This is an optimization exercise on Yosys and OpenROAD, whose aim is small area, a short achievable clock period and few clock cycles, not a production implementation.
Function was checked by simulation only, so behaviour that the tests miss may differ from the original.

<file path="flow/design.v">
`timescale 1ns / 1ps
package cblf_pkg;
	localparam int FRAC_BITS_DEF = 16;
	localparam int CW  = 12;
	localparam int OW  = 14;
	localparam int FW  = 17;
	localparam int DW  = 4;
	localparam int NNB = 8;
endpackage
`timescale 1ns / 1ps
module cblf_link_gen #(
	parameter int CAP   = 4    
) (
	input  logic               clk,
	input  logic               arst_n,
	input  logic               in_valid,
	output logic               in_ready,
	input  logic               intake_open_n,   
	input  logic signed [11:0] point_x,
	input  logic signed [11:0] point_y,
	input  logic [21:0]        r2,         
	input  logic               stall,      
	output logic               busy,
	output logic               lk_valid,
	output logic [2:0]         lk_k,
	output logic               lk_last,
	output logic               lk_first,
	output logic               lk_take,
	input  logic               tag_full,
	output logic signed [11:0] lk_x,
	output logic signed [11:0] lk_y,
	output logic [12:0]        lk_c
);
	logic               slot_ok;     
	logic [CAP-1:0]     qv;
	logic [7:0]         rest;
	logic               pop, push, emit, hfirst;
	assign pop     = emit && (rest == '0);
	assign slot_ok = !qv[CAP-1] || pop;
	logic               s1_v;
	logic [10:0]        x1, y1;
	logic               sx, sy;
	logic               s1_move;
	logic s1_v_n, s2_v_n;
	assign s1_v_n = s1_move ? (in_valid && in_ready) : s1_v;
	always_ff @(posedge clk or negedge arst_n) begin
		if (!arst_n) s1_v <= 1'b0;
		else s1_v <= s1_v_n;
	end
	always_ff @(posedge clk) begin
		if (in_valid && in_ready) begin
			sx <= point_x[11];
			sy <= point_y[11];
			x1 <= point_x[10:0] ^ {11{point_x[11]}};
			y1 <= point_y[10:0] ^ {11{point_y[11]}};
		end
	end
	logic [22:0] rx [12];
	logic [22:0] ry [12];
	logic [22:0] xsq, ysq;
	always_comb begin
		for (int i = 0; i < 11; i++) begin
			rx[i] = '0;
			ry[i] = '0;
			rx[i][2*i] = x1[i];
			ry[i][2*i] = y1[i];
			for (int j = i + 1; j < 11; j++) begin
				rx[i][i+j+1] = x1[i] & x1[j];
				ry[i][i+j+1] = y1[i] & y1[j];
			end
		end
		rx[11] = sx ? 23'({x1, 1'b1}) : 23'd0;
		ry[11] = sy ? 23'({y1, 1'b1}) : 23'd0;
	end
	assign xsq = rx[0] + rx[1] + rx[2] + rx[3] + rx[4] + rx[5] + rx[6] + rx[7] + rx[8] + rx[9] + rx[10] + rx[11];
	assign ysq = ry[0] + ry[1] + ry[2] + ry[3] + ry[4] + ry[5] + ry[6] + ry[7] + ry[8] + ry[9] + ry[10] + ry[11];
	logic               s2_v, s2_sx, s2_sy;
	logic [22:0]        s2_xsq, s2_ysq;
	logic [10:0]        s2_x1, s2_y1;
	logic signed [24:0] c_full;
	logic               s3_v, s3_ok, s3_sx, s3_sy;
	logic [12:0]        s3_c;
	logic [10:0]        s3_x1, s3_y1;
	logic               s3_v_n;
	logic               ev_v, ev_ok;
	logic [12:0]        ev_c;
	logic               ev_sx, ev_sy;
	logic [10:0]        ev_x1, ev_y1;
	logic               ev_move, s2_move;
	logic [7:0]         mask_in;
	assign ev_move  = !s3_v || slot_ok;
	assign s3_v_n   = ev_move ? s2_v : s3_v;
	assign s2_move  = !s2_v || ev_move;
	assign s2_v_n   = s2_move ? s1_v : s2_v;
	assign s1_move  = !s1_v || s2_move;
	logic qlast_n;
	always_ff @(posedge clk or negedge arst_n) begin
		if (!arst_n) in_ready <= 1'b1;
		else in_ready <= intake_open_n && (!s1_v_n || !s2_v_n || !s3_v_n || !qlast_n);
	end
	always_ff @(posedge clk or negedge arst_n) begin
		if (!arst_n) begin
			s2_v <= 1'b0;
			s3_v <= 1'b0;
		end else begin
			s2_v <= s2_v_n;
			s3_v <= s3_v_n;
		end
	end
	always_ff @(posedge clk) begin
		if (s2_move) begin
			s2_xsq <= xsq;
			s2_ysq <= ysq;
			s2_sx  <= sx;
			s2_sy  <= sy;
			s2_x1  <= x1;
			s2_y1  <= y1;
		end
		if (ev_move) begin
			s3_ok <= (c_full[24:13] == '0);
			s3_c  <= c_full[12:0];
			s3_sx <= s2_sx;
			s3_sy <= s2_sy;
			s3_x1 <= s2_x1;
			s3_y1 <= s2_y1;
		end
	end
	assign c_full = 25'(s2_xsq) + 25'(s2_ysq) - 25'(r2);
	assign ev_v  = s3_v;
	assign ev_ok = s3_ok;
	assign ev_c  = s3_c;
	assign ev_sx = s3_sx;
	assign ev_sy = s3_sy;
	assign ev_x1 = s3_x1;
	assign ev_y1 = s3_y1;
	assign busy  = s1_v || s2_v || s3_v || qv[0];
	logic signed [11:0] ev_x, ev_y;
	logic signed [13:0] vx, vy, vs, vd, hd;
	logic signed [15:0] cc;
	assign ev_x = {ev_sx, ev_x1 ^ {11{ev_sx}}};
	assign ev_y = {ev_sy, ev_y1 ^ {11{ev_sy}}};
	assign vx  = 14'(ev_x);
	assign vy  = 14'(ev_y);
	assign vs  = vx + vy;
	assign vd  = vx - vy;
	assign cc  = $signed({3'b0, ev_c});
	assign hd  = $signed({1'b0, ev_c} + 14'd1) >>> 1;
	always_comb begin
		mask_in[0] = cc <  $signed({vy, 1'b0});
		mask_in[1] = cc <= $signed({~vy, 1'b1});
		mask_in[2] = cc <  $signed({vx, 1'b0});
		mask_in[3] = hd <  vs;
		mask_in[4] = hd <  vd;
		mask_in[5] = cc <= $signed({~vx, 1'b1});
		mask_in[6] = cc <= $signed({~vd, 1'b0});
		mask_in[7] = cc <= $signed({~vs, 1'b0});
		if (!ev_ok) mask_in = '0;
	end
	logic signed [11:0] qx [CAP];
	logic signed [11:0] qy [CAP];
	logic [12:0]        qc [CAP];
	logic [7:0]         qm [CAP];
	logic [2:0]         pick;
	always_comb begin
		pick = 3'd0;
		for (int k = 7; k >= 0; k--) begin
			if (qm[0][k]) pick = 3'(k);
		end
	end
	assign rest = qm[0] & (qm[0] - 8'd1);
	assign emit = qv[0] && !stall && !(hfirst && tag_full);
	assign lk_take  = emit;
	assign lk_first = hfirst;
	always_ff @(posedge clk or negedge arst_n) begin
		if (!arst_n) hfirst <= 1'b1;
		else if (pop || !qv[0]) hfirst <= 1'b1;
		else if (emit) hfirst <= 1'b0;
	end
	assign push = ev_v && slot_ok && (mask_in != '0);
	assign lk_valid = qv[0];
	assign lk_k     = pick;
	assign lk_last  = (rest == '0);
	assign lk_x     = qx[0];
	assign lk_y     = qy[0];
	assign lk_c     = qc[0];
	for (genvar i = 0; i < CAP; i++) begin : g_q
		logic nxt_v, here, qv_n;
		assign qv_n = pop ? (nxt_v || (push && here)) : ((push && here) || qv[i]);
		if (i == CAP - 1) begin : g_last
			assign qlast_n = qv_n;
		end
		if (i + 1 < CAP) begin : g_n
			assign nxt_v = qv[i+1];
		end else begin : g_n
			assign nxt_v = 1'b0;
		end
		if (i == 0) begin : g_h
			assign here = pop ? !nxt_v : !qv[0];
		end else begin : g_h
			assign here = pop ? (qv[i] && !nxt_v) : (!qv[i] && qv[i-1]);
		end
		always_ff @(posedge clk or negedge arst_n) begin
			if (!arst_n) qv[i] <= 1'b0;
			else qv[i] <= qv_n;
		end
		always_ff @(posedge clk) begin
			if (here && ev_v) begin
				qx[i] <= ev_x;
				qy[i] <= ev_y;
				qc[i] <= ev_c;
				qm[i] <= mask_in;
			end else if (pop) begin
				if (i + 1 < CAP) begin
					qx[i] <= qx[(i+1)%CAP];
					qy[i] <= qy[(i+1)%CAP];
					qc[i] <= qc[(i+1)%CAP];
					qm[i] <= qm[(i+1)%CAP];
				end
			end else if (i == 0 && emit) begin
				qm[i] <= rest;
			end
		end
	end
endmodule
`timescale 1ns / 1ps
module cblf_isqrt #(
	parameter int J = 15
) (
	input  logic [11:0] mq,
	input  logic [31:0] sig_i,     
	input  logic [15:0] w_i,       
	output logic [31:0] sig_o,     
	output logic [15:0] w_o
);
	localparam int TW = 31 - J;    
	logic [TW-1:0] s4, tau, diff;
	logic          take;
	assign s4 = TW'({sig_i[27-J:0], 2'b00});
	if (J == 15) begin : g_t
		assign tau = TW'({mq, 2'b11});
	end else begin : g_t
		assign tau = TW'({mq, ~w_i[14-J:0], 2'b11});
	end
	assign diff  = s4 - tau;
	assign take  = !diff[TW-1];
	assign sig_o = 32'(take ? diff[28-J:0] : s4[28-J:0]);
	assign w_o   = {w_i[14:0], take};
endmodule
`timescale 1ns / 1ps
module cblf_frac #(
	parameter int          TD    = 4,                         
	parameter logic [15:0] SPLIT = 16'b1010_1010_1010_1010    
) (
	input  logic               clk,
	input  logic               arst_n,
	input  logic               lk_valid,
	input  logic [2:0]         lk_k,
	input  logic               lk_last,
	input  logic               lk_first,   
	input  logic               lk_take,    
	output logic               tag_full,
	input  logic signed [11:0] lk_x,
	input  logic signed [11:0] lk_y,
	input  logic [12:0]        lk_c,
	input  logic [11:0]        ox,
	input  logic [11:0]        oy,
	output logic               stall,      
	output logic               busy,
	output logic               out_valid,
	input  logic               out_ready,
	output logic [3:0]         link_dir,
	output logic [3:0]         back_dir,
	output logic [13:0]        fluid_x,
	output logic [13:0]        fluid_y,
	output logic [13:0]        solid_x,
	output logic [13:0]        solid_y,
	output logic [13:0]        far_x,
	output logic [13:0]        far_y,
	output logic [16:0]        wall_fraction,
	output logic               last
);
	logic               a2_0, wh0, full0;
	logic signed [12:0] pa, pb;
	logic signed [1:0]  kc;
	logic [11:0]        mq0, mq0m;
	logic signed [13:0] e0;
	logic [12:0]        sig0;
	always_comb begin
		case (lk_k)
			3'd0:    begin pa = '0;           pb = 13'(lk_y);    kc = -2'sd1; end
			3'd1:    begin pa = '0;           pb = ~(13'(lk_y));   kc = 2'sd0;  end
			3'd2:    begin pa = 13'(lk_x);    pb = '0;           kc = -2'sd1; end
			3'd3:    begin pa = 13'(lk_x);    pb = 13'(lk_y);    kc = -2'sd1; end
			3'd4:    begin pa = 13'(lk_x);    pb = ~(13'(lk_y));   kc = 2'sd0;  end
			3'd5:    begin pa = ~(13'(lk_x));   pb = '0;           kc = 2'sd0;  end
			3'd6:    begin pa = ~(13'(lk_x));   pb = 13'(lk_y);    kc = 2'sd0;  end
			default: begin pa = ~(13'(lk_x));   pb = ~(13'(lk_y));   kc = 2'sd1;  end
		endcase
	end
	assign a2_0 = (lk_k == 3'd3) || (lk_k == 3'd4) || (lk_k == 3'd6) || (lk_k == 3'd7);
	assign mq0  = 12'(pa + pb + 13'(kc));
	assign mq0m = 12'(pa + pb + 13'(kc) - 13'sd1);
	assign e0   = 14'($signed({1'b0, lk_c})) + 14'(~pa) + 14'(~pb) + 14'sd1 - 14'(kc);
	assign wh0  = a2_0 && !e0[13];
	assign sig0 = !a2_0 ? lk_c : wh0 ? {e0[11:0], 1'b1} : {lk_c[11:0], 1'b0};
	assign full0 = (lk_c == {mq0, !a2_0});
	logic        v   [17];
	logic [11:0] m   [17];
	logic        wh  [17];
	logic [31:0] sg  [17];
	logic [15:0] w   [17];
	logic        fl  [17];
	logic [2:0]  kk  [17];
	logic        ls  [17];
	logic [31:0] sgn [16];
	logic [15:0] wn  [16];
	logic [16:0] vbusy;
	logic        s0_v, s0_wh, s0_fl, s0_ls;
	logic [11:0] s0_mq0, s0_mq0m;
	logic [12:0] s0_sig;
	logic [2:0]  s0_k;
	always_ff @(posedge clk or negedge arst_n) begin
		if (!arst_n) s0_v <= 1'b0;
		else if (!stall) s0_v <= lk_take;
	end
	always_ff @(posedge clk) begin
		if (!stall) begin
			s0_mq0  <= mq0;
			s0_mq0m <= mq0m;
			s0_wh   <= wh0;
			s0_sig  <= sig0;
			s0_fl   <= full0;
			s0_k    <= lk_k;
			s0_ls   <= lk_last;
		end
	end
	assign v[16]  = s0_v;
	assign m[16]  = s0_wh ? s0_mq0m : s0_mq0;
	assign wh[16] = s0_wh;
	assign sg[16] = 32'(s0_sig);
	assign fl[16] = s0_fl;
	assign kk[16] = s0_k;
	assign ls[16] = s0_ls;
	assign vbusy[16] = s0_v;
	assign w[16] = '0;
	for (genvar j = 15; j >= 0; j--) begin : g_it
		cblf_isqrt #(.J(j)) u_step (
			.mq(m[j+1]), .sig_i(sg[j+1]), .w_i(w[j+1]), .sig_o(sgn[j]), .w_o(wn[j])
		);
		if (SPLIT[j] && j > 0) begin : g_reg
			always_ff @(posedge clk or negedge arst_n) begin
				if (!arst_n) v[j] <= 1'b0;
				else if (!stall) v[j] <= v[j+1];
			end
			always_ff @(posedge clk) begin
				if (!stall) begin
					m[j]  <= m[j+1];
					wh[j] <= wh[j+1];
					sg[j] <= sgn[j];
					w[j]  <= wn[j];
					fl[j] <= fl[j+1];
					kk[j] <= kk[j+1];
					ls[j] <= ls[j+1];
				end
			end
			assign vbusy[j] = vbusy[j+1] || v[j];
		end else begin : g_wire
			assign v[j]  = v[j+1];
			assign m[j]  = m[j+1];
			assign wh[j] = wh[j+1];
			assign sg[j] = sgn[j];
			assign w[j]  = wn[j];
			assign fl[j] = fl[j+1];
			assign kk[j] = kk[j+1];
			assign ls[j] = ls[j+1];
			assign vbusy[j] = vbusy[j+1];
		end
	end
	assign busy = vbusy[0];
	localparam int TPW = (TD <= 2) ? 1 : (TD <= 4) ? 2 : 3;    
	logic [13:0]         tfx [TD];
	logic [13:0]         tfy [TD];
	logic [TPW-1:0] twp, trp;
	logic [TPW:0] tcnt;
	logic                tpush, tpop;
	assign tpush    = lk_take && lk_first;
	assign tpop     = !stall && v[0] && ls[0];
	assign tag_full = (tcnt == (TPW+1)'(TD));
	always_ff @(posedge clk or negedge arst_n) begin
		if (!arst_n) begin
			twp  <= '0;
			trp  <= '0;
			tcnt <= '0;
		end else begin
			if (tpush) twp <= (twp == (TPW)'(TD - 1)) ? '0 : twp + 1'b1;
			if (tpop)  trp <= (trp == (TPW)'(TD - 1)) ? '0 : trp + 1'b1;
			if (tpush && !tpop) tcnt <= tcnt + 1'b1;
			else if (tpop && !tpush) tcnt <= tcnt - 1'b1;
		end
	end
	for (genvar i = 0; i < TD; i++) begin : g_tag
		always_ff @(posedge clk) begin
			if (tpush && twp == (TPW)'(i)) begin
				tfx[i] <= 14'(lk_x) + 14'(ox);
				tfy[i] <= 14'(lk_y) + 14'(oy);
			end
		end
	end
	logic        ov_a, ov_b;
	logic [2:0]  k_b, k_s;
	logic [13:0] fx_b, fy_b, fx_n, fy_n, fx_s, fy_s;
	logic [16:0] wf_b, wf_n, wf_s;
	logic        last_b, last_s;
	logic        push, take, load_a, load_b;
	assign stall  = ov_b;
	assign push   = v[0] && !ov_b;
	assign take   = ov_a && out_ready;
	assign load_a = ov_b ? take : (!ov_a || take);
	assign load_b = !ov_b && ov_a && !take;
	assign fx_n = tfx[trp];
	assign fy_n = tfy[trp];
	assign wf_n = fl[0] ? 17'h10000 : (kk[0][1:0] == 2'b11 || kk[0] == 3'd4 || kk[0] == 3'd6) ? {1'b0, wh[0], w[0][15:1]} : {1'b0, w[0]};
	assign k_s    = ov_b ? k_b : kk[0];
	assign fx_s   = ov_b ? fx_b : fx_n;
	assign fy_s   = ov_b ? fy_b : fy_n;
	assign wf_s   = ov_b ? wf_b : wf_n;
	assign last_s = ov_b ? last_b : ls[0];
	logic signed [1:0] di_s, dj_s;
	logic [3:0]        dir_s, back_s;
	always_comb begin
		case (k_s)
			3'd0, 3'd1: di_s = 2'sd0;
			3'd2, 3'd3, 3'd4: di_s = -2'sd1;
			default: di_s = 2'sd1;
		endcase
		case (k_s)
			3'd0, 3'd3, 3'd6: dj_s = -2'sd1;
			3'd2, 3'd5: dj_s = 2'sd0;
			default: dj_s = 2'sd1;
		endcase
		case (k_s)
			3'd0: begin dir_s = 4'd4; back_s = 4'd2; end
			3'd1: begin dir_s = 4'd2; back_s = 4'd4; end
			3'd2: begin dir_s = 4'd3; back_s = 4'd1; end
			3'd3: begin dir_s = 4'd7; back_s = 4'd5; end
			3'd4: begin dir_s = 4'd6; back_s = 4'd8; end
			3'd5: begin dir_s = 4'd1; back_s = 4'd3; end
			3'd6: begin dir_s = 4'd8; back_s = 4'd6; end
			default: begin dir_s = 4'd5; back_s = 4'd7; end
		endcase
	end
	always_ff @(posedge clk or negedge arst_n) begin
		if (!arst_n) begin
			ov_a <= 1'b0;
			ov_b <= 1'b0;
		end else begin
			if (load_a) ov_a <= ov_b || push;
			if (ov_b) begin
				if (take) ov_b <= 1'b0;
			end else if (load_b) begin
				ov_b <= push;
			end
		end
	end
	always_ff @(posedge clk) begin
		if (load_a) begin
			link_dir      <= dir_s;
			back_dir      <= back_s;
			fluid_x       <= fx_s;
			fluid_y       <= fy_s;
			solid_x       <= fx_s + 14'(di_s);
			solid_y       <= fy_s + 14'(dj_s);
			far_x         <= fx_s - 14'(di_s);
			far_y         <= fy_s - 14'(dj_s);
			wall_fraction <= wf_s;
			last          <= last_s;
		end
		if (load_b) begin
			k_b    <= kk[0];
			fx_b   <= fx_n;
			fy_b   <= fy_n;
			wf_b   <= wf_n;
			last_b <= ls[0];
		end
	end
	assign out_valid = ov_a;
endmodule
`timescale 1ns / 1ps
module circle_boundary_link_fraction_unit #(
	parameter int FRAC_BITS = cblf_pkg::FRAC_BITS_DEF
) (
	input  logic                           clk,
	input  logic                           arst_n,
	input  logic                           cfg_valid,
	output logic                           cfg_ready,
	input  logic [1:0]                     cfg_index,
	input  logic [11:0]                    cfg_data,
	input  logic                           in_valid,
	output logic                           in_ready,
	input  logic signed [cblf_pkg::CW-1:0] point_x,
	input  logic signed [cblf_pkg::CW-1:0] point_y,
	output logic                           out_valid,
	input  logic                           out_ready,
	output logic [cblf_pkg::DW-1:0]        link_dir,
	output logic [cblf_pkg::DW-1:0]        back_dir,
	output logic [cblf_pkg::OW-1:0]        fluid_x,
	output logic [cblf_pkg::OW-1:0]        fluid_y,
	output logic [cblf_pkg::OW-1:0]        solid_x,
	output logic [cblf_pkg::OW-1:0]        solid_y,
	output logic [cblf_pkg::OW-1:0]        far_x,
	output logic [cblf_pkg::OW-1:0]        far_y,
	output logic [cblf_pkg::FW-1:0]        wall_fraction,
	output logic                           last
);
	logic [21:0] r2_q;         
	logic [11:0] cx_q, cy_q;
	logic        addc_q;
	logic        pend_v;
	logic [1:0]  pend_idx;
	logic [11:0] pend_data;
	logic        busy_gen, busy_frac, idle, stall;
	logic [10:0] r_u;
	logic [21:0] r2_n;
	logic [21:0] rr [11];
	logic        lk_valid;
	logic [2:0]  lk_k;
	logic        lk_last, lk_first, lk_take, tag_full;
	logic signed [11:0] lk_x, lk_y;
	logic [12:0] lk_c;
	assign idle      = !busy_gen;
	logic idle_q, pend_v_n, idle_q_n;
	always_ff @(posedge clk or negedge arst_n) begin
		if (!arst_n) idle_q <= 1'b1;
		else idle_q <= idle_q_n;
	end
	assign pend_v_n = (cfg_valid && cfg_ready) || (pend_v && !idle);
	assign idle_q_n = idle && !(in_valid && in_ready);
	always_ff @(posedge clk or negedge arst_n) begin
		if (!arst_n) cfg_ready <= 1'b1;
		else cfg_ready <= !pend_v_n || idle_q_n;
	end
	assign r_u = pend_data[10:0] - 11'd1;
	always_comb begin
		for (int i = 0; i < 11; i++) begin
			rr[i] = '0;
			rr[i][2*i] = r_u[i];
			for (int j = i + 1; j < 11; j++) rr[i][i+j+1] = r_u[i] & r_u[j];
		end
	end
	assign r2_n = (pend_data[10:0] == '0) ? 22'd1 :
		rr[0] + rr[1] + rr[2] + rr[3] + rr[4] + rr[5] + rr[6] + rr[7] + rr[8] + rr[9] + rr[10];
	always_ff @(posedge clk or negedge arst_n) begin
		if (!arst_n) begin
			r2_q   <= '0;
			cx_q   <= '0;
			cy_q   <= '0;
			addc_q <= 1'b1;
			pend_v <= 1'b0;
		end else begin
			if (pend_v && idle) begin
				case (pend_idx)
					2'd0: r2_q <= r2_n;
					2'd1: cx_q <= pend_data;
					2'd2: cy_q <= pend_data;
					default: addc_q <= pend_data[0];
				endcase
			end
			pend_v <= pend_v_n;
		end
	end
	always_ff @(posedge clk) begin
		if (cfg_valid && cfg_ready) begin
			pend_idx  <= cfg_index;
			pend_data <= cfg_data;
		end
	end
	cblf_link_gen u_gen (
		.clk(clk), .arst_n(arst_n),
		.in_valid(in_valid), .in_ready(in_ready), .intake_open_n(!pend_v_n || idle_q_n),
		.point_x(point_x), .point_y(point_y),
		.r2(r2_q),
		.stall(stall), .busy(busy_gen),
		.lk_valid(lk_valid), .lk_k(lk_k), .lk_last(lk_last),
		.lk_first(lk_first), .lk_take(lk_take), .tag_full(tag_full),
		.lk_x(lk_x), .lk_y(lk_y), .lk_c(lk_c)
	);
	cblf_frac u_frac (
		.clk(clk), .arst_n(arst_n),
		.lk_valid(lk_valid), .lk_k(lk_k), .lk_last(lk_last),
		.lk_first(lk_first), .lk_take(lk_take), .tag_full(tag_full),
		.lk_x(lk_x), .lk_y(lk_y), .lk_c(lk_c),
		.ox(addc_q ? cx_q : 12'd0), .oy(addc_q ? cy_q : 12'd0),
		.stall(stall), .busy(busy_frac),
		.out_valid(out_valid), .out_ready(out_ready),
		.link_dir(link_dir), .back_dir(back_dir),
		.fluid_x(fluid_x), .fluid_y(fluid_y),
		.solid_x(solid_x), .solid_y(solid_y),
		.far_x(far_x), .far_y(far_y),
		.wall_fraction(wall_fraction), .last(last)
	);
endmodule
</file>
<file path="flow/config.mk">
export PLATFORM = sky130hd
export DESIGN_NAME = circle_boundary_link_fraction_unit
export DESIGN_NICKNAME = circle_boundary_link_fraction_unit
export VERILOG_FILES = /design/flow/design.v
export SDC_FILE = /design/flow/constraint.sdc
export NUM_CORES = 4
export LEC_CHECK = 0
export CAP_MARGIN = 20
export CORE_MARGIN = 2
export CORE_UTILIZATION = 35
export CTS_BUF_LIST = sky130_fd_sc_hd__clkbuf_8
export CTS_CLUSTER_SIZE = 30
export PLACE_DENSITY = 0.6
export SLEW_MARGIN = 20
</file>
<file path="flow/constraint.sdc">
create_clock -name core_clock -period 22.0 [get_ports {clk}]
set_input_delay 4.4000 -clock core_clock [delete_from_list [all_inputs] [get_ports {clk}]]
set_output_delay 4.4000 -clock core_clock [all_outputs]
set_load 0.01 [all_outputs]
</file>
<file path="flow/run.sh">
#!/bin/bash
# synth_recipe.tcl (not shown) runs the flow's synth.tcl, then flattens the netlist and writes it again
# the make line also repeats each setting of config.mk as NAME=value (left out here)
make -C /OpenROAD-flow-scripts/flow DESIGN_CONFIG=/design/flow/config.mk WORK_HOME=/design/flow/orfs CLKGATE_MAP_FILE= SYNTH_SCRIPT=/design/flow/synth_recipe.tcl finish
</file>
==> run summary, run 1 <==
post-synthesis sequential area ratio=45.1%; DRC viols=0; Post-DRT Antenna Nets=0; CP startpoint kind=register; status=finished clean; Unique masters post-synth=100; Rel. slew slack=between 20% and 30%; core area=202000 um^2; CP Data Required Time=22820 ps; Final min period=6830 ps; Area Overhead vs Synth=11.8%; layout cell share with drive strength beyond 1=9.07%; Slew Limit Fails=0; clock root cell=clkbuf_8; via count=~48k; Die X-Extent=between 400 and 500 um; Core Rows=about 170; first-pass GRT wire length=around 260 mm; largest net degree at the start of global routing=83; Worst-Margin Slew=1060 ps; post-synthesis cell area=70900 um^2; setup TNS=0 ps; RD Place Congestion=0.872; grt ovf=0; clk sinks=1078; initial core utilization=roughly a third; post-synthesis async set-or-reset flop share=6.96%; io pins=156; final setup skew=~60 ps; WS Path Type=reg2reg; initial DRC count=3237; Syn Nets=roughly 7.4k; Ys Warns=160; CTS Buffer Depth=3; Final Hold Violating Endpoints=0; CTS tree=built; Setup Fix Bufs, Post-CTS=0; RSZ-0062 raised after global routing=no; most used cells in the layout excluding fill and tap cells=1003 x edfxtp_1, 739 x ha_1, 653 x inv_1; H-tree depth=4; Synth Register Bits=1078; Fill cells=19.3k; Cells after Synth=~6.5k; die height=454 um; Final setup viols=0; CP endpoint kind=register; via/cell ratio=a little over 5; Tcrit/Tclk final=31.0%; CTS buffer count=181; nets=7609; die area=206000 um^2; DR WL/cell=around 17 um; Crit Path Max Fanout=18; routed wire length=165 mm; commonest non-fill, non-tap cell in the layout=edfxtp_1; Resize count post-CTS=0; Peak Freq=147 MHz; Finished Core Util=39.3%; Post-CTS Hold Buffers=0; Reg clk slew, reported paths=60 ps; initial antenna violation count=4; Synth Area per Inst=11.0 um^2; Post-synth EDFFs=1003; vias in the first global route=48.6k; max-cap violations=0; total track usage=15.9%; number of port buffers=about 160; Worst Hold Class=reg2reg; detailed placement HPWL=124 mm; 1st-pass router iterations=6; crit path DAT=7650 ps; Worst-Skew Late Latency=960 ps; top_reg_cell synth=edfxtp_1
-- synth_stat cells (10+ instances only) --
| master | instances | share of area (%) |
|---|---|---|
| xnor2_1 | 331 | 4.1 |
| ha_1 | 739 | 13 |
| mux2i_1 | 82 | 1.2 |
| a31o_2 | 11 | 0.14 |
| nor2b_1 | 73 | 0.64 |
| and3_1 | 44 | 0.39 |
| o21a_1 | 72 | 0.76 |
| mux2_2 | 233 | 3.7 |
| a41oi_1 | 10 | 0.12 |
| nor2_1 | 384 | 2.0 |
| a211o_1 | 10 | 0.12 |
| a22o_1 | 23 | 0.28 |
| a21oi_1 | 424 | 3.0 |
| clkbuf_1 | 104 | 0.55 |
| a21o_1 | 133 | 1.4 |
| or3_1 | 34 | 0.30 |
| a31oi_1 | 39 | 0.34 |
| nor4_1 | 23 | 0.20 |
| or2_2 | 21 | 0.19 |
| dfrtp_1 | 71 | 2.5 |
| o21ai_0 | 321 | 2.3 |
| a221oi_1 | 13 | 0.16 |
| nand2b_1 | 63 | 0.56 |
| buf_1 | 21 | 0.11 |
| a222oi_1 | 28 | 0.40 |
| nand2_1 | 506 | 2.7 |
| and2_1 | 134 | 1.2 |
| fa_1 | 127 | 3.6 |
| o211ai_1 | 13 | 0.14 |
| xor2_1 | 171 | 2.1 |
| inv_1 | 612 | 3.2 |
| mux2_1 | 17 | 0.27 |
| a21boi_0 | 26 | 0.28 |
| buf_2 | 17 | 0.12 |
| o31ai_1 | 20 | 0.21 |
| a211oi_1 | 33 | 0.35 |
| edfxtp_1 | 1003 | 42 |
| nand4_1 | 40 | 0.35 |
| nor3_1 | 99 | 0.70 |
| o21bai_1 | 74 | 0.78 |
| nand3_1 | 72 | 0.51 |
-- path summary, 6_finish.rpt --
kind / from / end / slack, ps / depth (start not counted)
worst max-delay path: u_gen.s3_sx / u_gen.in_ready / 15170 / 23
worst min-delay path: u_gen.s2_y1[9] / u_gen.s3_y1[9] / 390 / 0
worst max register to register: u_gen.s3_sx / u_gen.in_ready / 15170 / 23
worst min register to register: u_gen.s2_y1[9] / u_gen.s3_y1[9] / 390 / 0
max in group asynchronous: arst_n / r2_q[11] / 17580 / 2
min in group asynchronous: arst_n / u_frac.v[5] / 3370 / 1
-- worst max-delay path, stage by stage (launching register included) --
cell and delay, ps:
edfxtp_1 360, buf_4 230, xnor2_1 810, inv_1 400
ha_1 380, inv_1 70, a21oi_1 60, o21bai_1 230
a21oi_1 110, o21bai_1 220, a21oi_1 100, o21ai_0 240
and2_1 190, o21ai_0 120, a21oi_1 350, xnor2_1 200
ha_1 300, a22o_1 200, o41ai_1 660, nand3_1 510
a41oi_1 460, nand2b_1 230, a22o_1 200, a21boi_0 90
-- per-layer routing --
layer | routed length [um] | GRT usage, %
met5 | 0 | 0
met4 | 6230 | 6.74
met3 | 6130 | 2.30
met2 | 80700 | 27.4
met1 | 72400 | 19.9
-- metrics by stage --
step | hold slack, ps | area [um^2] | std cells | setup slack [ps]
global placement | 402 | 75600 | 9187 | 15040
finish | 393 | 79300 | 9520 | 15170
global route | 381 | 79300 | 9520 | 14690
floorplan | 400 | 70900 | 6461 | 4960
detailed placement | 405 | 75600 | 9188 | 15110
CTS | 376 | 79200 | 9516 | 15190
-- logic make-up (layout without fill, tap and decap cells) --
logic type                 count (synthesis)  in the layout  synth area share, %
xor gates and xnor gates                 502            502                 6.20
adders and majority gates                869            869                 16.7
buffers and inverters                    766           1150                 4.13
AOI/OAI and AO/OA                       1372           1372                 12.4
other                                      0              3                    0
and+or+nand+nor                         1542           1542                 10.3
muxes                                    332            332                 5.13
DFF                                     1078           1078                 45.1
-- final cells by class --
type | instances | area, um^2 | area share [%]
tap | 2672 | 3340 | 4.22
timing repair buffer | 205 | 1930 | 2.44
antenna | 3 | 7.51 | 0.00947
sequential | 1078 | 32000 | 40.4
inverter | 617 | 2320 | 2.93
multi-input combinational | 4617 | 36000 | 45.5
clock buffer | 188 | 2590 | 3.26
clock inverter | 140 | 1040 | 1.31
-- flip-flops by register name, indices dropped and copies added, names as in the netlist, 24 cells and up --
signal / count
u_frac.w: 64
u_gen.qx: 48
u_frac.tfy: 56
u_gen.qy: 48
u_frac.sg: 160
u_frac.m: 96
u_gen.qc: 52
u_gen.qm: 32
u_frac.tfx: 56
u_frac.kk: 24
Testbench counts, summed over its fixed seeds: cycles 8,852.
==> run 2, diff against run 1 <==
--- a/flow/config.mk
+++ b/flow/config.mk
@@ -9,6 +9,4 @@
 export CORE_MARGIN = 2
 export CORE_UTILIZATION = 35
-export CTS_BUF_LIST = sky130_fd_sc_hd__clkbuf_8
-export CTS_CLUSTER_SIZE = 30
 export PLACE_DENSITY = 0.6
 export SLEW_MARGIN = 20
==> run summary, run 2 <==
status=finished clean; detailed placement HPWL=124 mm; Commonest cells post-synth=1003 x edfxtp_1, 739 x ha_1, 612 x inv_1; post-synthesis async set-or-reset flop share=under 10%; grt ovf=0; DR WL/cell=17.4 um; Post-synth EDFFs=1003; Resize count post-CTS=0; vias in the first global route=47.8k; CP Data Required Time=between 20000 and 25000 ps; top_reg_cell synth=edfxtp_1; initial core utilization=35.1%; Setup Fix Bufs, Post-CTS=0; Fill cells=between 15k and 20k; Reg clk slew, reported paths=60 ps; Ys Warns=160; largest net degree at the start of global routing=83; initial antenna violation count=3; H-tree depth=3; Worst Hold Class=reg2reg; Rel. slew slack=28.9%; post-synthesis cell area=70900 um^2; setup TNS=0 ps; Core Rows=about 170; Final min period=6730 ps; RSZ-0062 raised after global routing=no; Final Hold Violating Endpoints=0; core area=~200000 um^2; Post-CTS Hold Buffers=0; Largest regs=u_frac.sg x160, u_frac.m x96, u_frac.w x64; Synth Area per Inst=11.0 um^2; clk sinks=roughly 1.1k; final setup skew=66.3 ps; die height=454 um; first-pass GRT wire length=260 mm; Synth Register Bits=~1.1k; routed wire length=164 mm; Die X-Extent=454 um; Worst-Skew Late Latency=between 700 and 800 ps; nets=roughly 7.5k; Cells after Synth=6461; CTS Buffer Depth=3; CP startpoint kind=register; crit path DAT=just over 7000 ps; Area Overhead vs Synth=12.4%; post-synthesis sequential area ratio=45.1%; Post-DRT Antenna Nets=0; CTS tree=built; clock root cell=clkbuf_16; met1 Use GR=19.9%; Final setup viols=0; Unique masters post-synth=100; total track usage=15.7%; met2 Use GR=27.4%; CTS buffer count=116; commonest non-fill, non-tap cell in the layout=edfxtp_1; Slew Limit Fails=0; initial DRC count=3324; DRC viols=0; layout cell share with drive strength beyond 1=8.18%; WS Path Type=reg2reg; Synth top area share=between 40 and 50%; Peak Freq=roughly 150 MHz; number of port buffers=155; most used cells in the layout excluding fill and tap cells=1003 x edfxtp_1, 739 x ha_1, 610 x inv_1; Worst-Margin Slew=about 1100 ps; io pins=around 160; CP endpoint kind=register; most common cell in the netlist=edfxtp_1; top area cells in the synthesized netlist=edfxtp_1 42%, ha_1 13%, xnor2_1 4.1%; Syn Nets=7370; via count=47.7k; Reg with most FFs=u_frac.sg; 1st-pass router iterations=9; dominant cell type by area after synthesis=edfxtp_1; RD Place Congestion=a little under 0.9; via/cell ratio=between 5 and 6; met3 global-route usage=between 1.5 and 2%; max reg flops=160; Top Usage Layer GRT=met2; Tcrit/Tclk final=30.6%; max-cap violations=0; die area=206000 um^2; Crit Path Max Fanout=12
==> run 2: changes by cell type in the layout (fill, tap and decap cells not counted), sizes merged <==
cell / before / now
clkinvlp: 3 / 9
clkbuf: 188 / 134
inv: 672 / 618
clkinv: 72 / 56
diode: 3 / 2
bufinv: 10 / 19
==> run 2: per-layer routing <==
layer  up-vias  wire, um
li1      23600         -
met1     23100     72100
met2       822     80400
met3       269      5400
met4         0      6000
met5         -         0
==> run 2: final cells by class <==
class,count,area (um^2),share of cell area [%]
Multi-Input combinational cell,4617,36000,45.2
Sequential cell,1078,32000,40.2
Tap cell,2672,3340,4.20
Clock buffer,134,2990,3.75
Inverter,617,2320,2.92
Timing Repair Buffer,205,1930,2.43
Clock inverter,85,1060,1.33
Antenna cell,2,5.00,0.00628
==> run 2: per-stage QoR <==
| step | setup slack, ps | util, % | area, um^2 | std cells | hold WS [ps] |
|---|---|---|---|---|---|
| floorplan | 4960 | - | 70900 | 6461 | 400 |
| global placement | 15040 | 37.5 | 75600 | 9187 | 402 |
| detailed placement | 15110 | 37.5 | 75600 | 9188 | 405 |
| CTS | 15270 | 39.5 | 79700 | 9407 | 383 |
| global route | 14730 | 39.5 | 79700 | 9410 | 394 |
| finish | 15270 | 39.5 | 79700 | 9410 | 388 |
==> run 2: path summary, 6_finish.rpt <==
| check | slack [ps] | to | cells after the start | from |
|---|---|---|---|---|
| worst max-delay path | 15270 | u_gen.s2_ysq[21] | 26 | u_gen.y1[3] |
| worst min-delay path | 390 | u_frac.kk[11][0] | 0 | u_frac.kk[13][0] |
| worst max register to register | 15270 | u_gen.s2_ysq[21] | 26 | u_gen.y1[3] |
| worst min register to register | 390 | u_frac.kk[11][0] | 0 | u_frac.kk[13][0] |
| max in group asynchronous | 17430 | r2_q[18] | 2 | arst_n |
| min in group asynchronous | 3550 | u_frac.tcnt[2] | 1 | arst_n |
==> run 2: cell families after synthesis <==
logic type | synth area share [%]
xor+xnor | 6.20
fa+ha+maj | 16.7
compound gates | 12.4
mux | 5.13
flops | 45.1
buf+inv | 4.13
simple gates | 10.3
==> run 2: worst max-delay path, stage by stage (launching register included) <==
cell,delay (ps)
edfxtp_1,590
and2_1,230
ha_1,330
a31oi_1,290
nor2b_1,80
o21a_1,190
o21a_1,180
nor2_1,80
nor2_1,50
o21ai_0,200
a21oi_1,120
o21ai_0,180
a21oi_1,120
fa_1,540
inv_1,60
fa_1,510
fa_1,560
inv_1,40
ha_1,360
and3_1,170
a21oi_1,120
o21ai_0,160
o41a_1,370
and4_1,230
a2111oi_2,440
a21oi_1,150
xor2_1,160
==> run 3, diff against run 2 <==
--- a/flow/config.mk
+++ b/flow/config.mk
@@ -9,4 +9,5 @@
 export CORE_MARGIN = 2
 export CORE_UTILIZATION = 35
+export CTS_BUF_LIST = sky130_fd_sc_hd__clkbuf_4 sky130_fd_sc_hd__clkbuf_8
 export PLACE_DENSITY = 0.6
 export SLEW_MARGIN = 20
==> run summary, run 3 <==
CTS tree=built; status=finished clean; Synth top area share=42.5%; Worst-Skew Late Latency=approximately 960 ps; post-synthesis sequential area ratio=45.1%; initial DRC count=between 3k and 4k; clock root cell=clkbuf_8; Synth Register Bits=between 1k and 1.5k; H-tree depth=4; DR WL/cell=17.4 um; core area=202000 um^2; most used cells in the layout excluding fill and tap cells=1003 x edfxtp_1, 739 x ha_1, 610 x inv_1; Post-DRT Antenna Nets=0; Cells after Synth=6461; layout cell share with drive strength beyond 1=9.70%; nets=between 7k and 8k; Rel. slew slack=29.2%; total track usage=15.9%; commonest non-fill, non-tap cell in the layout=edfxtp_1; top area cells in the synthesized netlist=edfxtp_1 42%, ha_1 13%, xnor2_1 4.1%; post-synthesis async set-or-reset flop share=between 6 and 7%; grt ovf=0; max reg flops=160; die height=around 450 um; via count=between 40k and 50k; Final min period=6780 ps; dominant cell type by area after synthesis=edfxtp_1; Post-synth EDFFs=between 1k and 1.5k; Area Overhead vs Synth=12.0%; io pins=between 150 and 200; crit path DAT=around 7600 ps; Reg clk slew, reported paths=60 ps; placed insts=9188; Post-CTS Hold Buffers=0; number of port buffers=155; detailed placement HPWL=roughly 120 mm; RD Place Congestion=0.872; Setup Fix Bufs, Post-CTS=0; Largest regs=u_frac.sg x160, u_frac.m x96, u_frac.w x64; clk sinks=1078; non-filler cells, final=9520; first-pass GRT wire length=263 mm; CP startpoint kind=register; Worst-Margin Slew=1060 ps; die area=between 200000 and 250000 um^2; Final setup viols=0; CP Data Required Time=22820 ps; Worst Hold Class=reg2reg; most common cell in the netlist=edfxtp_1; Final Hold Violating Endpoints=0; Reg with most FFs=u_frac.sg; Crit Path Max Fanout=18; Core Rows=165; WS Path Type=reg2reg; Resize count post-CTS=0; Syn Nets=roughly 7.4k; max-cap violations=0; CTS buffer count=181; Ys Warns=160; DRC viols=0; setup TNS=0 ps; post-synthesis cell area=just over 70000 um^2; Peak Freq=approximately 150 MHz; RSZ-0062 raised after global routing=no; via/cell ratio=5.06; vias in the first global route=48.6k; initial antenna violation count=4; 1st-pass router iterations=8; final setup skew=between 60 and 70 ps; Die X-Extent=between 400 and 500 um; routed wire length=roughly 170 mm; Synth Area per Inst=11.0 um^2; Unique masters post-synth=100; CTS Buffer Depth=3; CP endpoint kind=register; Tcrit/Tclk final=30.8%; Commonest cells post-synth=1003 x edfxtp_1, 739 x ha_1, 612 x inv_1; top_reg_cell synth=edfxtp_1; Slew Limit Fails=0; initial core utilization=35.1%; worst hold slack=393 ps; largest net degree at the start of global routing=83
==> run 3: layout make-up <==
| type | count | area, um^2 |
|---|---|---|
| Antenna cell | 3 | 7.51 |
| Clock buffer | 231 | 2910 |
| Clock inverter | 97 | 875 |
| Fill cell | 19300 | 122000 |
| Inverter | 617 | 2320 |
| Multi-Input combinational cell | 4617 | 36000 |
| Sequential cell | 1078 | 32000 |
| Tap cell | 2672 | 3340 |
| Timing Repair Buffer | 205 | 1930 |
==> run 3: path summary, 6_finish.rpt <==
check                          startpoint             end  slack [ps]  cells past startpoint
max                           u_gen.s3_sx  u_gen.in_ready       15220                     23
min                        u_gen.s2_y1[9]  u_gen.s3_y1[9]         390                      0
max reg2reg                   u_gen.s3_sx  u_gen.in_ready       15220                     23
min reg2reg                u_gen.s2_y1[9]  u_gen.s3_y1[9]         390                      0
max in group asynchronous          arst_n        r2_q[11]       17590                      2
min in group asynchronous          arst_n     u_frac.v[5]        3360                      1
==> run 3: logic make-up (layout without fill, tap and decap cells) <==
logic type / count (synthesis) / count (layout) / share of synthesized area (%)
simple gates: 1542 / 1542 / 10.3
other cells: 0 / 3 / 0
compound gates: 1372 / 1372 / 12.4
buf+inv: 766 / 1150 / 4.13
xor+xnor: 502 / 502 / 6.20
flops: 1078 / 1078 / 45.1
mux: 332 / 332 / 5.13
fa+ha+maj: 869 / 869 / 16.7
==> run 3: per-layer routing <==
| metal | vias to the layer above | track usage [%] | wire length, um |
|---|---|---|---|
| met3 | 301 | 2.30 | 6140 |
| met1 | 23200 | 19.9 | 72300 |
| li1 | 23700 | - | - |
| met5 | - | 0 | 0 |
| met4 | 0 | 6.74 | 6230 |
| met2 | 923 | 27.4 | 80800 |
==> run 3: worst max-delay path, cell delays in order, from the launching register on <==
cell      delay (ps)
edfxtp_1         360
buf_4            230
xnor2_1          820
inv_1            390
ha_1             380
inv_1             70
a21oi_1           60
o21bai_1         230
a21oi_1          100
o21bai_1         220
a21oi_1          100
o21ai_0          240
and2_1           190
o21ai_0          120
a21oi_1          340
xnor2_1          190
ha_1             300
a22o_1           200
o41ai_1          660
nand3_1          500
a41oi_1          450
nand2b_1         230
a22o_1           200
a21boi_0          90
==> run 3: metrics by stage <==
stage                     utilization [%]  cell area (um^2)  worst slack (ps)
final                                39.4             79400             15220
after global routing                 39.4             79400             14690
after CTS                            39.4             79400             15190
after detailed placement             37.5             75600             15110
after global placement               37.5             75600             15040
after floorplan                         -             70900              4960
==> run 4, diff against run 3 <==
--- a/flow/design.v
+++ b/flow/design.v
@@ -79,12 +79,10 @@
 	logic [10:0]        s2_x1, s2_y1;
 	logic signed [24:0] c_full;
-	logic               s3_v, s3_ok, s3_sx, s3_sy;
+	logic               s3_v, s3_ok;
 	logic [12:0]        s3_c;
-	logic [10:0]        s3_x1, s3_y1;
+	logic signed [11:0] s3_x, s3_y;
 	logic               s3_v_n;
 	logic               ev_v, ev_ok;
 	logic [12:0]        ev_c;
-	logic               ev_sx, ev_sy;
-	logic [10:0]        ev_x1, ev_y1;
 	logic               ev_move, s2_move;
 	logic [7:0]         mask_in;
@@ -120,8 +118,6 @@
 			s3_ok <= (c_full[24:13] == '0);
 			s3_c  <= c_full[12:0];
-			s3_sx <= s2_sx;
-			s3_sy <= s2_sy;
-			s3_x1 <= s2_x1;
-			s3_y1 <= s2_y1;
+			s3_x  <= {s2_sx, s2_x1 ^ {11{s2_sx}}};
+			s3_y  <= {s2_sy, s2_y1 ^ {11{s2_sy}}};
 		end
 	end
@@ -130,14 +126,10 @@
 	assign ev_ok = s3_ok;
 	assign ev_c  = s3_c;
-	assign ev_sx = s3_sx;
-	assign ev_sy = s3_sy;
-	assign ev_x1 = s3_x1;
-	assign ev_y1 = s3_y1;
 	assign busy  = s1_v || s2_v || s3_v || qv[0];
-	logic signed [11:0] ev_x, ev_y;
 	logic signed [13:0] vx, vy, vs, vd, hd;
 	logic signed [15:0] cc;
-	assign ev_x = {ev_sx, ev_x1 ^ {11{ev_sx}}};
-	assign ev_y = {ev_sy, ev_y1 ^ {11{ev_sy}}};
+	logic signed [11:0] ev_x, ev_y;
+	assign ev_x = s3_x;
+	assign ev_y = s3_y;
 	assign vx  = 14'(ev_x);
 	assign vy  = 14'(ev_y);
@@ -161,12 +153,26 @@
 	logic [12:0]        qc [CAP];
 	logic [7:0]         qm [CAP];
-	logic [2:0]         pick;
+	logic [2:0]         pick;            
+	logic [2:0]         pk_in, pk_q1, pk_rest;
+	assign rest = qm[0] & (qm[0] - 8'd1);
 	always_comb begin
-		pick = 3'd0;
+		pk_in   = 3'd0;
+		pk_q1   = 3'd0;
+		pk_rest = 3'd0;
 		for (int k = 7; k >= 0; k--) begin
-			if (qm[0][k]) pick = 3'(k);
+			if (mask_in[k]) pk_in = 3'(k);
+			if (qm[1][k]) pk_q1 = 3'(k);
+			if (rest[k]) pk_rest = 3'(k);
+		end
+	end
+	always_ff @(posedge clk) begin
+		if (!qv[0] || (pop && !qv[1])) begin
+			if (ev_v) pick <= pk_in;
+		end else if (pop) begin
+			pick <= pk_q1;
+		end else if (emit) begin
+			pick <= pk_rest;
 		end
 	end
-	assign rest = qm[0] & (qm[0] - 8'd1);
 	assign emit = qv[0] && !stall && !(hfirst && tag_full);
 	assign lk_take  = emit;
@@ -540,5 +546,5 @@
 		else cfg_ready <= !pend_v_n || idle_q_n;
 	end
-	assign r_u = pend_data[10:0] - 11'd1;
+	assign r_u = pend_data[10:0];
 	always_comb begin
 		for (int i = 0; i < 11; i++) begin
@@ -548,6 +554,6 @@
 		end
 	end
-	assign r2_n = (pend_data[10:0] == '0) ? 22'd1 :
-		rr[0] + rr[1] + rr[2] + rr[3] + rr[4] + rr[5] + rr[6] + rr[7] + rr[8] + rr[9] + rr[10];
+	assign r2_n = rr[0] + rr[1] + rr[2] + rr[3] + rr[4] + rr[5] + rr[6] + rr[7] + rr[8] + rr[9] + rr[10]
+		+ ~{10'd0, r_u, 1'b0} + 22'd2;
 	always_ff @(posedge clk or negedge arst_n) begin
 		if (!arst_n) begin
--- a/flow/config.mk
+++ b/flow/config.mk
@@ -9,5 +9,4 @@
 export CORE_MARGIN = 2
 export CORE_UTILIZATION = 35
-export CTS_BUF_LIST = sky130_fd_sc_hd__clkbuf_4 sky130_fd_sc_hd__clkbuf_8
 export PLACE_DENSITY = 0.6
 export SLEW_MARGIN = 20
==> run summary, run 4 <==
CTS Buffer Depth=3; mux contribution to synthesized area=5.24%; Ys Warns=160; dominant cell type by area after synthesis=edfxtp_1; max-cap violations=0; DR WL/cell=17.9 um; initial DRC count=3137; RSZ-0062 raised after global routing=no; most used cells in the layout excluding fill and tap cells=1006 x edfxtp_1, 759 x ha_1, 570 x inv_1; total track usage=approximately 16%; Synth Area per Inst=around 11 um^2; largest family of logic cells by synthesized area=adder cells; worst hold slack=330 ps; Setup Fix Bufs, Post-CTS=0; routed wire length=170 mm; crit path DAT=7140 ps; layout cell share with drive strength beyond 1=between 7 and 8%; Reg clk slew, reported paths=60 ps; Commonest cells post-synth=1006 x edfxtp_1, 759 x ha_1, 571 x inv_1; via count=48.6k; post-synthesis async set-or-reset flop share=around 7%; CTS tree=built; RD Place Congestion=0.854; Unique masters post-synth=around 110; vias in the first global route=just under 50k; complex-gate fraction of the synthesized area=12.4%; clock root cell=clkbuf_16; Tcrit/Tclk final=30.1%; via/cell ratio=5.11; Final setup viols=0; first-pass GRT wire length=271 mm; Worst Hold Class=reg2reg; number of port buffers=155; top_reg_cell synth=edfxtp_1; Synth Area in XOR/XNOR=under 10%; Final Hold Violating Endpoints=0; post-synthesis sequential area ratio=44.4%; 1st-pass router iterations=6; most common cell in the netlist=edfxtp_1; Largest regs=u_frac.sg x160, u_frac.m x96, u_frac.w x64; Syn Nets=7510; Synth top area share=41.8%; largest net degree at the start of global routing=82; Finished Core Util=39.5%; Fill cells=19.5k; Slew Limit Fails=0; Worst-Margin Slew=between 1000 and 1500 ps; adder-cell share of the synthesized area=about 17%; Synth Register Bits=1081; die area=roughly 210000 um^2; worst reg2reg path depth=22; core area=205000 um^2; CTS buffer count=121; Post-synth EDFFs=~1.0k; WS Path Type=reg2reg; Post-CTS Hold Buffers=0; Rel. slew slack=32.3%; final setup skew=~110 ps; DRC viols=0; Cells after Synth=approximately 6.6k; clk sinks=between 1k and 1.5k; Worst Hold Depth=0; die height=458 um; Reg with most FFs=u_frac.sg; Worst-Skew Late Latency=790 ps; CP startpoint kind=register; Peak Freq=around 150 MHz; CP Data Required Time=22530 ps; nets=about 7.7k; max reg flops=between 150 and 200; commonest non-fill, non-tap cell in the layout=edfxtp_1; Resize count post-CTS=0; Post-Synth Simple-Gate Area=about a tenth; Crit Path Max Fanout=16; Final min period=6620 ps; Area Overhead vs Synth=12.0%; initial antenna violation count=1; detailed placement HPWL=129 mm; status=finished clean; grt ovf=0; Post-DRT Antenna Nets=0; Core Rows=166; CP endpoint kind=register; top area cells in the synthesized netlist=edfxtp_1 42%, ha_1 13%, xnor2_1 4.0%; initial core utilization=35.2%; Die X-Extent=458 um; H-tree depth=3; post-synthesis cell area=just over 70000 um^2; io pins=between 150 and 200; setup TNS=0 ps
run 4: area by class of cell:
class,instances,area [um^2],share of cell area [%]
Antenna cell,2,5.00,0.00619
Clock buffer,156,3290,4.07
Clock inverter,73,887,1.10
Inverter,573,2160,2.67
Multi-Input combinational cell,4745,37200,46.0
Sequential cell,1081,32100,39.7
Tap cell,2688,3360,4.16
Timing Repair Buffer,196,1860,2.30
run 4: per-layer routing:
layer / wire, um / share of wire, % / GRT usage (%) / vias to the layer above
li1: - / - / - / 24000
met3: 5380 / 3.2 / 1.86 / 228
met1: 75900 / 45 / 20.6 / 23600
met2: 83900 / 49 / 28.3 / 790
met5: 0 / 0 / 0 / -
met4: 4990 / 2.9 / 4.77 / 0
run 4: per-stage QoR:
step	setup WS, ps	cells	instance area (um^2)
finish	15380	9514	80900
global route	14870	9512	80900
CTS	15340	9512	80900
detailed placement	15140	9283	76700
global placement	15180	9283	76700
floorplan	4860	6566	72200
run 4: kinds of logic (layout without fill, tap and decap cells):
group,after synthesis,in the layout
muxes,344,344
xor gates and xnor gates,521,521
other,1,3
DFF,1081,1081
buffers and inverters,740,998
adders and majority gates,903,903
and+or+nand+nor,1563,1563
AOI/OAI and AO/OA,1413,1413
run 4: final timing paths:
path	startpoint	endpoint	slack, ps
worst max register to register	u_frac.w[3][2]	u_frac.sg[1][10]	15380
min in group asynchronous	arst_n	cy_q[11]	3660
worst max-delay path	u_frac.w[3][2]	u_frac.sg[1][10]	15380
worst min register to register	u_frac.s0_k[0]	u_frac.kk[15][0]	330
max in group asynchronous	arst_n	r2_q[6]	17790
worst min-delay path	u_frac.s0_k[0]	u_frac.kk[15][0]	330
run 4: worst max-delay path, cell delays in order (launching register included):
cell,delay (ps)
edfxtp_1,460
ha_1,390
a21oi_1,110
nand4b_1,210
a21oi_1,140
nand2b_1,190
a21o_1,240
a21oi_1,160
o21a_1,250
inv_1,560
mux2_2,440
ha_1,370
nand2_1,70
o21ai_1,100
o21ai_0,210
a21oi_1,240
nand2_1,80
o31ai_1,380
nor4_1,90
nor3_1,310
a221o_1,610
buf_4,360
mux2_2,370
Testbench counts of run 4, summed over its fixed seeds: cycles 8,852.
==> run 5, diff against run 4 <==
--- a/flow/design.v
+++ b/flow/design.v
@@ -256,5 +256,5 @@
 module cblf_frac #(
 	parameter int          TD    = 4,                         
-	parameter logic [15:0] SPLIT = 16'b1010_1010_1010_1010    
+	parameter logic [15:0] SPLIT = 16'b0101_0101_0101_0100    
 ) (
 	input  logic               clk,
@@ -323,5 +323,5 @@
 	logic [16:0] vbusy;
 	logic        s0_v, s0_wh, s0_fl, s0_ls;
-	logic [11:0] s0_mq0, s0_mq0m;
+	logic [11:0] s0_mq;
 	logic [12:0] s0_sig;
 	logic [2:0]  s0_k;
@@ -332,6 +332,5 @@
 	always_ff @(posedge clk) begin
 		if (!stall) begin
-			s0_mq0  <= mq0;
-			s0_mq0m <= mq0m;
+			s0_mq   <= wh0 ? mq0m : mq0;
 			s0_wh   <= wh0;
 			s0_sig  <= sig0;
@@ -342,5 +341,5 @@
 	end
 	assign v[16]  = s0_v;
-	assign m[16]  = s0_wh ? s0_mq0m : s0_mq0;
+	assign m[16]  = s0_mq;
 	assign wh[16] = s0_wh;
 	assign sg[16] = 32'(s0_sig);
--- a/flow/config.mk
+++ b/flow/config.mk
@@ -9,4 +9,4 @@
 export CORE_MARGIN = 2
 export CORE_UTILIZATION = 35
-export PLACE_DENSITY = 0.6
+export PLACE_DENSITY = 0.8
 export SLEW_MARGIN = 20
==> run summary, run 5 <==
initial antenna violation count=3; diode count=0; layout cell share with drive strength beyond 1=7.04%; Post-synth EDFFs=between 900 and 1k; storage element area=30300 um^2; Final Hold Violating Endpoints=0; Final min period=7070 ps; die height=between 400 and 500 um; area of the multi-input gates=about 37000 um^2; complex-gate fraction of the synthesized area=13.5%; Post-DRT Antenna Nets=0; final setup skew=70.0 ps; Core Rows=164; Commonest cells post-synth=948 x edfxtp_1, 758 x ha_1, 590 x inv_1; grt ovf=0; initial core utilization=35.1%; clock root cell=clkbuf_16; CP endpoint kind=register; non-filler cells, final=9456; Synth Area in XOR/XNOR=6.23%; Setup Fix Bufs, Post-CTS=0; routed wire length=170 mm; dominant cell type by area after synthesis=edfxtp_1; Cells after Synth=6574; 1st-pass router iterations=6; clk sinks=1022; Rel. slew slack=approximately a quarter; DRC viols=0; CTS tree=built; Worst-Margin Slew=1110 ps; Synth Register Bits=1022; detailed placement HPWL=131 mm; Area Overhead vs Synth=11.8%; Unique masters post-synth=~100; max reg flops=140; nets=7656; Worst Setup SP=u_frac.m[6][0]; RR Startpoint=u_frac.m[6][0]; max-cap violations=0; via count=about 50k; Post-CTS Hold Buffers=0; vias in the first global route=~50k; Reg with most FFs=u_frac.sg; commonest non-fill, non-tap cell in the layout=edfxtp_1; Final setup viols=0; post-synthesis cell area=69900 um^2; status=finished clean; Tcrit/Tclk final=approximately a third; post-synthesis async set-or-reset flop share=7.24%; top_reg_cell synth=edfxtp_1; Die X-Extent=451 um; DR WL/cell=18.0 um; RSZ-0062 raised after global routing=no; worst reg2reg path depth=22; met3 global-route usage=2.34%; WS Path Type=reg2reg; Resize count post-CTS=0; Syn Nets=7516; mux contribution to synthesized area=3.93%; CP Data Required Time=22530 ps; initial DRC count=3919; Worst-Skew Late Latency=770 ps; met1 Use GR=19.6%; Fill cells=18.7k; top area cells in the synthesized netlist=edfxtp_1 41%, ha_1 14%, fa_1 4.0%; Ys Warns=160; most common cell in the netlist=edfxtp_1; largest net degree at the start of global routing=84; via/cell ratio=5.24; Slew Limit Fails=0; Crit Path Max Fanout=31; largest family of logic cells by synthesized area=adder cells; number of port buffers=between 150 and 200; total track usage=roughly 16%; RD Place Congestion=0.955; CTS buffer count=approximately 110; Worst Hold Depth=0; Peak Freq=141 MHz; Reg clk slew, reported paths=60 ps; adder-cell share of the synthesized area=approximately 18%; Synth top area share=about two fifths; most used cells in the layout excluding fill and tap cells=948 x edfxtp_1, 757 x ha_1, 589 x inv_1; io pins=156; hold_sp=u_frac.ls[8]; met2 Use GR=29.0%; core area=199000 um^2; die area=203000 um^2; Top Usage Layer GRT=met2; Post-Synth Simple-Gate Area=11.1%; Synth Area per Inst=10.6 um^2; Largest regs=u_frac.sg x140, u_frac.m x84; CP startpoint kind=register; crit path DAT=7600 ps; first-pass GRT wire length=268 mm; Worst Hold Class=reg2reg; placed insts=9262; H-tree depth=3; post-synthesis sequential area ratio=43.4%; CTS Buffer Depth=3; setup TNS=0 ps
[run 5: cell types whose count changed after synthesis, sizes merged, moves of 12 or more]
cell    previous run  this run
o21ai            369       453
mux2             271       197
edfxtp          1006       948
xnor2            327       277
nand2            510       552
xor2             194       220
a211oi            50        28
mux2i             73        51
inv              572       593
o21bai            87        69
clkbuf           108       125
o22ai              5        20
nand3             87       101
nand2b            70        58
[run 5: path summary, 6_finish.rpt]
check / endpoint / slack, ps
max: u_frac.sg[4][9] / 14930
min: u_frac.ls[6] / 400
max reg2reg: u_frac.sg[4][9] / 14930
min reg2reg: u_frac.ls[6] / 400
max in group asynchronous: u_frac.tcnt[2] / 17710
min in group asynchronous: u_frac.twp[1] / 3730
[run 5: per-stage QoR]
step	hold WS, ps	setup WS [ps]	utilization [%]	instance area (um^2)
floorplan	400	6560	-	69900
CTS	410	15030	39.3	78100
global placement	402	15250	37.4	74500
detailed placement	405	15100	37.4	74500
global route	413	14450	39.3	78200
finish	403	14930	39.3	78200
[run 5: cell type report]
type	count	area share, %
clock inverter	65	1.10
inverter	598	2.88
timing repair buffer	205	2.47
multi-input combinational	4781	46.9
sequential	1022	38.8
clock buffer	129	3.56
tap	2656	4.25
[run 5: routing by layer]
| layer | share of wire, % | wire (um) | vias up |
|---|---|---|---|
| met5 | 0.0076 | 13 | - |
| met4 | 4.8 | 8130 | 2 |
| met3 | 4.7 | 8000 | 360 |
| met2 | 50 | 85000 | 1439 |
| met1 | 41 | 69300 | 23900 |
| li1 | - | - | 23900 |
[run 5: worst max-delay path: stages, from the launching register on]
cell	delay, ps
edfxtp_1	340
inv_1	60
ha_1	370
a21o_1	210
or3_1	310
nor3_1	350
o21ai_1	200
nand2_1	110
o21a_1	140
clkinv_1	290
mux2_2	400
ha_1	350
a21o_1	180
a21oi_1	210
nor2b_1	80
o31a_1	290
o41ai_2	500
o21ai_1	200
a221o_1	420
a41oi_1	280
and2_1	850
inv_2	300
mux2_2	350
[run 5: kinds of logic (layout without fill, tap and decap cells)]
family / Yosys count / after routing
other: 1 / 1
AOI/OAI and AO/OA: 1498 / 1498
muxes: 248 / 248
buffers and inverters: 771 / 997
xor gates and xnor gates: 497 / 497
DFF: 1022 / 1022
adders and majority gates: 901 / 901
and+or+nand+nor: 1636 / 1636
Testbench counts of run 5, summed over its fixed seeds: cycles 8,803.
==> run 6, diff against run 5 <==
--- a/flow/config.mk
+++ b/flow/config.mk
@@ -9,4 +9,4 @@
 export CORE_MARGIN = 2
 export CORE_UTILIZATION = 35
-export PLACE_DENSITY = 0.8
+export PLACE_DENSITY = 0.6
 export SLEW_MARGIN = 20
==> run summary, run 6 <==
Die X-Extent=451 um; post-synthesis sequential area ratio=around 43%; Worst-Margin Slew=~1000 ps; final setup skew=96.4 ps; CP cell instances=ha_1 -> a21oi_1 -> a21oi_1 -> nor3_1 -> o21ai_1 -> nand2_1 -> o21a_1 -> buf_4 -> clkinv_1 -> mux2_2 -> ha_1 -> a21o_1 -> a21oi_1 -> nor2b_1 -> o31a_1 -> o41ai_2 -> o21ai_1 -> a221o_1 -> a41oi_1 -> and2_1 -> buf_4 -> inv_2 -> mux2_2; Rel. slew slack=between 30 and 40%; Synth Area per Inst=around 11 um^2; Worst Hold Class=reg2reg; nets=between 7k and 8k; DP Area=74500 um^2; crit-path leading delay family=compound AO/OA/AOI/OAI gates; layout cell share with drive strength beyond 1=7.26%; Slew Limit Fails=0; routed wire length=166 mm; Tcrit/Tclk final=31.4%; Buf+Inv Stages, Crit Path=4; Synth top area share=around two fifths; Crit Path Max Fanout=35; status=finished clean; worst hold slack=between 300 and 400 ps; initial core utilization=35.1%; core area=199000 um^2; Final Hold Violating Endpoints=0; die height=451 um; Resize count post-CTS=0; max-cap violations=0; CP most frequent cell=a21oi_1; top_reg_cell synth=edfxtp_1; first-pass GRT wire length=265 mm; detailed placement HPWL=126 mm; CP endpoint kind=register; io pins=approximately 160; largest net degree at the start of global routing=approximately 180; clk sinks=a little over 1k; Reg2Reg Setup Slack=15080 ps; initial antenna violation count=1; Worst Setup EP=u_frac.sg[4][20]; RR Startpoint=u_frac.w[6][3]; Final min period=6920 ps; post-synthesis cell area=69900 um^2; RR Endpoint=u_frac.sg[4][20]; DR WL/cell=about 18 um; Unique masters post-synth=104; Ys Warns=160; most common cell in the netlist=edfxtp_1; slowest cell delay on critical path=460 ps; worst reg2reg path depth=23; Reg clk slew, reported paths=70 ps; Final setup viols=0; CTS buffer count=112; CTS Buffer Depth=3; WS Path Type=reg2reg; CP max stage cell=edfxtp_1; CP Data Required Time=22500 ps; RD Place Congestion=approximately 0.89; commonest non-fill, non-tap cell in the layout=edfxtp_1; post-synthesis async set-or-reset flop share=7.24%; Fill cells=~19k; initial DRC count=roughly 3.2k; Post-CTS Hold Buffers=0; Commonest cells post-synth=948 x edfxtp_1, 758 x ha_1, 590 x inv_1; Cells after Synth=6574; CTS tree=built; Setup Fix Bufs, Post-CTS=0; CP startpoint kind=register; die area=between 200000 and 250000 um^2; RSZ-0062 raised after global routing=no; max reg flops=140; Synth Register Bits=about 1.0k; Reg with most FFs=u_frac.sg; dominant cell type by area after synthesis=edfxtp_1; placed insts=9258; via count=48.4k; Post-synth EDFFs=~950; crit path DAT=7420 ps; Syn Nets=7516; Worst-Skew Late Latency=760 ps; Peak Freq=between 100 and 150 MHz; most used cells in the layout excluding fill and tap cells=948 x edfxtp_1, 757 x ha_1, 588 x inv_1; number of port buffers=155; via/cell ratio=5.11; grt ovf=0; DRC viols=0; clock root cell=clkbuf_16; critical path depth=23; Worst Setup SP=u_frac.w[6][3]; total track usage=16.2%; non-filler cells, final=9473; top area cells in the synthesized netlist=edfxtp_1 41%, ha_1 14%, fa_1 4.0%; Area Overhead vs Synth=12.5%; Core Rows=164; vias in the first global route=48.6k; Post-DRT Antenna Nets=0; Largest regs=u_frac.sg x140, u_frac.m x84; setup TNS=0 ps; H-tree depth=3; Final Instance Area=78600 um^2; 1st-pass router iterations=8
[run 6: cell types whose count changed in the layout (fill, tap and decap cells not counted), sizes merged]
| cell | change |
|---|---|
| diode | +1 |
| clkinvlp | +5 |
| clkinv | +3 |
| inv | +3 |
| buf | -4 |
| clkbuf | -2 |
| bufinv | +11 |
[run 6: worst reg2reg max path: stages (launching register included)]
cell and delay [ps]:
edfxtp_1 460, ha_1 390, a21oi_1 280, a21oi_1 170, nor3_1 400, o21ai_1 210
nand2_1 100, o21a_1 120, buf_4 330, clkinv_1 380, mux2_2 390, ha_1 350
a21o_1 180, a21oi_1 230, nor2b_1 90, o31a_1 290, o41ai_2 460, o21ai_1 220
a221o_1 430, a41oi_1 240, and2_1 160, buf_4 290, inv_2 190, mux2_2 310
[run 6: stage by stage]
stage | setup WS [ps] | utilization, %
floorplan | 6560 | -
global placement | 14770 | 37.4
detailed placement | 14740 | 37.4
CTS | 15160 | 39.5
global route | 14520 | 39.5
finish | 15080 | 39.5
[run 6: kinds of logic (layout without fill, tap and decap cells)]
kind of cell    count (synthesis)  count (layout)  synth area share, %
xor+xnor                      497             497                 6.23
compound gates               1498            1498                 13.5
simple gates                 1636            1636                 11.1
mux                           248             248                 3.93
other cells                     1               2              0.00537
fa+ha+maj                     901             901                 17.6
buf+inv                       771            1013                 4.23
flops                        1022            1022                 43.4
[run 6: area by class of cell]
type | instances | area (um^2) | area share [%]
inverters | 598 | 2250 | 2.86
multi-input cells | 4781 | 36700 | 46.6
repair buffers | 201 | 1910 | 2.43
clock buffers | 127 | 2880 | 3.66
clock inverters | 87 | 1270 | 1.61
well taps | 2656 | 3320 | 4.23
flip-flops and latches | 1022 | 30300 | 38.6
diodes | 1 | 2.50 | 0.00318
[run 6: worst min path at each step]
stage	start	to	slack [ps]	cells after the start
after CTS	u_frac.s0_k[0]	u_frac.kk[14][0]	360	0
after global routing	u_frac.s0_k[0]	u_frac.kk[14][0]	370	0
final	u_frac.s0_k[0]	u_frac.kk[14][0]	380	0
after detailed placement	u_frac.kk[6][2]	u_frac.kk[4][2]	410	0
after global placement	u_frac.s0_k[0]	u_frac.kk[14][0]	400	0
after floorplan	u_frac.fl[12]	u_frac.fl[10]	400	0
[run 6: layer usage]
metal / vias up / global-route usage (%) / share of wire (%)
li1: 23900 / - / -
met2: 840 / 28.4 / 49
met3: 254 / 1.90 / 3.3
met5: - / 0 / 0
met1: 23400 / 20.8 / 45
met4: 0 / 4.56 / 2.6

==> re-timing with driven ports <==
The results above use ideal ports. As a check the final layouts listed here were re-extracted and re-timed, cells and wires unchanged. Step 1: set_driving_cell puts a clkbuf_16 on clk and a buf_2 on each other input, an assumption about the parent block. Step 2 adds t to the input delays and takes it off the output delays; t is the mean of the earliest and latest rising clock arrival at the registers after step 1. Input paths then give back, and output paths get back, about the clock's delay inside the block. Slacks: ideal / step 1 / step 2; pairs: ideal / step 1.
run	shift t [ns]	setup WS [ns]	worst setup path after step 2	slew at the worst register clock pin (ns)
run 1	1.008	15.174 / 15.174 / 14.950	input to register	0.08 / 0.08
run 2	0.816	15.275 / 15.275 / 15.009	input to register	0.07 / 0.07
run 3	1.008	15.220 / 15.220 / 14.947	input to register	0.08 / 0.08
run 4	0.825	15.383 / 15.383 / 15.038	input to register	0.07 / 0.07
run 5	0.826	14.929 / 14.929 / 14.929	register to register	0.07 / 0.07
run 6	0.798	15.083 / 15.083 / 14.932	input to register	0.07 / 0.07
After both steps every run listed still meets setup and hold. The setup slack of run 4, which loses most, moves by 0.000 ns with the drivers and by -0.345 ns with both steps.
